Source: an optimization exercise on an open RTL-to-GDS flow (aim: small area). Production flows keep margins and buffers that such runs may drop. The RTL was checked by simulation tests, not by an equivalence proof against the original design. Power is estimated from default activity; no workload was simulated.

==> indigo: inputs <==
==> flow/design.v <==
module stream_tile_compositor #(
    parameter int unsigned TILE_W  = 16,
    parameter int unsigned TILE_H  = 2,
    parameter int unsigned COLOR_W = 8,
    parameter int unsigned DEPTH_W = 8
) (
    input  logic                        clk,
    input  logic                        reset,
    input  logic                        clear_req,
    input  logic                        rd_start,
    input  logic                        s_valid,
    output logic                        s_ready,
    input  logic [$clog2(TILE_H)-1:0]   s_row,
    input  logic [$clog2(TILE_W)-1:0]   s_start_x,
    input  logic [DEPTH_W-1:0]          s_depth,
    input  logic                        s_mode,
    input  logic [TILE_W*COLOR_W-1:0]   s_data,
    output logic                        o_valid,
    input  logic                        o_ready,
    output logic [COLOR_W-1:0]          o_color,
    output logic [$clog2(TILE_W)-1:0]   o_x,
    output logic [$clog2(TILE_H)-1:0]   o_y,
    output logic                        o_last,
    output logic                        busy
);
    localparam int unsigned XW   = $clog2(TILE_W);
    localparam int unsigned YW   = $clog2(TILE_H);
    localparam int unsigned IW   = XW + YW;
    logic [1:0]         state;
    logic [IW-1:0]      pix_idx;
    logic               idle, in_rd, in_clr;
    logic               span_fire;
    logic [COLOR_W-1:0] color_mem [TILE_H][TILE_W];
    logic [DEPTH_W-1:0] depth_mem [TILE_H][TILE_W];
    logic               vld       [TILE_H][TILE_W];
    logic [TILE_W*COLOR_W-1:0] shifted;
    logic [TILE_W-1:0]  wr_en;
    logic [COLOR_W-1:0] wr_color [TILE_W];
    logic [COLOR_W-1:0] col_c    [TILE_W];
    logic               rsel, cmode;
    assign rsel  = in_rd ? pix_idx[IW-1] : s_row[0];
    assign cmode = in_rd || s_mode;
    assign idle      = (state == 2'b00);
    assign in_rd     = (state == 2'b01);
    assign in_clr    = state[1];
    assign s_ready   = idle && !clear_req && !rd_start;
    assign span_fire = s_valid && s_ready;
    assign busy      = !idle;
    assign o_valid   = in_rd;
    tile_lane_shifter u_shift (.s_data(s_data), .s_start_x(s_start_x), .shifted(shifted));
    always_comb begin
        for (int unsigned x = 0; x < TILE_W; x++) begin
            logic               v0, v1;
            logic [DEPTH_W-1:0] cur_d;
            logic [COLOR_W-1:0] cur_c, lane_val;
            logic [COLOR_W:0]   sum;
            logic               cy, ge;
            v0       = vld[0][x] && !rsel;
            v1       = vld[1][x] &&  rsel;
            cur_d    = ({DEPTH_W{v0}} & depth_mem[0][x]) | ({DEPTH_W{v1}} & depth_mem[1][x]);
            cur_c    = ({COLOR_W{v0 && cmode}} & color_mem[0][x])
                     | ({COLOR_W{v1 && cmode}} & color_mem[1][x]);
            col_c[x] = cur_c;
            lane_val = shifted[x*COLOR_W +: COLOR_W];
            cy = 1'b0;
            for (int b = 0; b < COLOR_W; b++) begin
                sum[b] = cur_c[b] ^ lane_val[b] ^ cy;
                cy     = (cur_c[b] & lane_val[b]) | (cur_c[b] & cy) | (lane_val[b] & cy);
            end
            sum[COLOR_W] = cy;
            ge = 1'b1;
            for (int b = 0; b < DEPTH_W; b++)
                ge = (s_depth[b] & !cur_d[b]) | (ge & !(cur_d[b] & !s_depth[b]));
            wr_en[x] = span_fire && (XW'(x) >= s_start_x)
                       && ge
                       && ((s_depth == '0) || (lane_val != '0));
            wr_color[x] = sum[COLOR_W-1:0] | {COLOR_W{sum[COLOR_W]}};
        end
    end
    always_ff @(posedge clk) begin
        for (int unsigned y = 0; y < TILE_H; y++) begin
            for (int unsigned x = 0; x < TILE_W; x++) begin
                if (wr_en[x] && (s_row == YW'(y))) begin
                    color_mem[y][x] <= wr_color[x];
                    depth_mem[y][x] <= s_depth;
                end
            end
        end
    end
    always_ff @(posedge clk or posedge reset) begin
        if (reset) begin
            for (int unsigned y = 0; y < TILE_H; y++)
                for (int unsigned x = 0; x < TILE_W; x++)
                    vld[y][x] <= 1'b0;
        end else begin
            for (int unsigned y = 0; y < TILE_H; y++)
                for (int unsigned x = 0; x < TILE_W; x++)
                    vld[y][x] <= !(in_clr && (state[0] == y[0]))
                                 && (vld[y][x] || (wr_en[x] && (s_row == YW'(y))));
        end
    end
    always_ff @(posedge clk or posedge reset) begin
        if (reset) begin
            state   <= 2'b00;
            pix_idx <= '0;
        end else begin
            case (state)
                2'b00:   state <= clear_req ? 2'b10 : rd_start ? 2'b01 : 2'b00;
                2'b01:   if (o_ready && o_last) state <= 2'b00;
                2'b10:   state <= 2'b11;
                default: state <= 2'b00;
            endcase
            if (in_rd && o_ready) pix_idx <= pix_idx + 1'b1;
        end
    end
    assign o_x     = pix_idx[XW-1:0];
    assign o_y     = pix_idx[IW-1:XW];
    assign o_last  = &pix_idx;
    assign o_color = in_rd ? col_c[pix_idx[XW-1:0]] : '0;
endmodule
module tile_lane_shifter (
    input  logic [127:0] s_data,
    input  logic [3:0]   s_start_x,
    output logic [127:0] shifted
);
    logic [127:0] a, b, c;
    always_comb begin
        for (int x = 0; x < 16; x++)
            a[x*8 +: 8] = (s_start_x[0] && x >= 1) ? s_data[(x-1)*8 +: 8] : s_data[x*8 +: 8];
        for (int x = 0; x < 16; x++)
            b[x*8 +: 8] = (s_start_x[1] && x >= 2) ? a[(x-2)*8 +: 8] : a[x*8 +: 8];
        for (int x = 0; x < 16; x++)
            c[x*8 +: 8] = (s_start_x[2] && x >= 4) ? b[(x-4)*8 +: 8] : b[x*8 +: 8];
        for (int x = 0; x < 16; x++)
            shifted[x*8 +: 8] = (s_start_x[3] && x >= 8) ? c[(x-8)*8 +: 8] : c[x*8 +: 8];
    end
endmodule
==> flow/run.sh <==
#!/bin/bash
# synth_recipe.tcl (not shown) runs the flow's synth.tcl, then flattens the netlist and writes it again
# the make line also repeats each setting of config.mk as NAME=value (left out here)
make -C /OpenROAD-flow-scripts/flow DESIGN_CONFIG=/design/flow/config.mk WORK_HOME=/design/flow/orfs CLKGATE_MAP_FILE= SYNTH_SCRIPT=/design/flow/synth_recipe.tcl finish
==> flow/config.mk <==
export PLATFORM = sky130hd
export DESIGN_NAME = stream_tile_compositor
export DESIGN_NICKNAME = stream_tile_compositor
export VERILOG_FILES = /design/flow/design.v
export SDC_FILE = /design/flow/constraint.sdc
export NUM_CORES = 4
export LEC_CHECK = 0
export ABC_AREA = 1
export CAP_MARGIN = 0
export CORE_MARGIN = 2
export CORE_UTILIZATION = 60
export CTS_BUF_LIST = sky130_fd_sc_hd__clkbuf_4 sky130_fd_sc_hd__clkbuf_8
export SLEW_MARGIN = 0
==> flow/constraint.sdc <==
create_clock -name core_clock -period 8.0 [get_ports {clk}]
set_input_delay 1.6000 -clock core_clock [delete_from_list [all_inputs] [get_ports {clk}]]
set_output_delay 1.6000 -clock core_clock [all_outputs]
set_load 0.01 [all_outputs]
==> lagoon (differences from indigo) <==
--- a/flow/design.v
+++ b/flow/design.v
@@ -36,10 +36,6 @@
     logic [TILE_W*COLOR_W-1:0] shifted;
     logic [TILE_W-1:0]  wr_en;
     logic [COLOR_W-1:0] wr_color [TILE_W];
-    logic [COLOR_W-1:0] col_c    [TILE_W];
-    logic               rsel, cmode;
-    assign rsel  = in_rd ? pix_idx[IW-1] : s_row[0];
-    assign cmode = in_rd || s_mode;
     assign idle      = (state == 2'b00);
     assign in_rd     = (state == 2'b01);
     assign in_clr    = state[1];
@@ -55,17 +51,16 @@
             logic [COLOR_W-1:0] cur_c, lane_val;
             logic [COLOR_W:0]   sum;
             logic               cy, ge;
-            v0       = vld[0][x] && !rsel;
-            v1       = vld[1][x] &&  rsel;
+            v0       = vld[0][x] && !s_row[0];
+            v1       = vld[1][x] &&  s_row[0];
             cur_d    = ({DEPTH_W{v0}} & depth_mem[0][x]) | ({DEPTH_W{v1}} & depth_mem[1][x]);
-            cur_c    = ({COLOR_W{v0 && cmode}} & color_mem[0][x])
-                     | ({COLOR_W{v1 && cmode}} & color_mem[1][x]);
-            col_c[x] = cur_c;
+            cur_c    = ({COLOR_W{v0 && s_mode}} & color_mem[0][x])
+                     | ({COLOR_W{v1 && s_mode}} & color_mem[1][x]);
             lane_val = shifted[x*COLOR_W +: COLOR_W];
             cy = 1'b0;
             for (int b = 0; b < COLOR_W; b++) begin
                 sum[b] = cur_c[b] ^ lane_val[b] ^ cy;
-                cy     = (cur_c[b] & lane_val[b]) | (cur_c[b] & cy) | (lane_val[b] & cy);
+                cy     = (cur_c[b] & lane_val[b]) | (cy & (cur_c[b] ^ lane_val[b]));
             end
             sum[COLOR_W] = cy;
             ge = 1'b1;
@@ -116,7 +111,8 @@
     assign o_x     = pix_idx[XW-1:0];
     assign o_y     = pix_idx[IW-1:XW];
     assign o_last  = &pix_idx;
-    assign o_color = in_rd ? col_c[pix_idx[XW-1:0]] : '0;
+    assign o_color = (in_rd && vld[pix_idx[IW-1:XW]][pix_idx[XW-1:0]])
+                     ? color_mem[pix_idx[IW-1:XW]][pix_idx[XW-1:0]] : '0;
 endmodule
 module tile_lane_shifter (
     input  logic [127:0] s_data,
==> notes <==
- indigo finished with timing, DRC and antenna clean. lagoon completed without violations.
- In total power, indigo and lagoon hardly differ.
- In lagoon the final cell count is higher than in indigo, by 0.51%.
- Critical path depth is the same in indigo and lagoon.
- Setup slack: indigo is worse than lagoon (430 ps).

## static timing again, ports no longer ideal
No port has a modelled driver above. Below, the same layouts with a new extraction and two added sets of constraints. Step 1: set_driving_cell puts a clkbuf_16 on clk and a buf_2 on each other input, an assumption about the parent block. Step 2 adds t to the input delays and takes it off the output delays; t is the mean of the earliest and latest rising clock arrival at the registers after step 1. Input paths then give back, and output paths get back, about the clock's delay inside the block. a / b / c = ideal ports / drivers / drivers and shift; a / b = the first two.
run	t, ns	setup slack, ns	hold slack, ns	worst setup path after step 2
indigo	0.744	0.696 / 0.633 / 0.670	0.569 / 0.569 / 0.569	input to register
lagoon	0.775	1.127 / 1.060 / 0.410	0.527 / 0.527 / 0.527	input to register
After both steps setup and hold are still met in every run listed. For lagoon, which loses most, drivers alone change the setup slack by -0.067 ns; drivers and shift together by -0.717 ns.
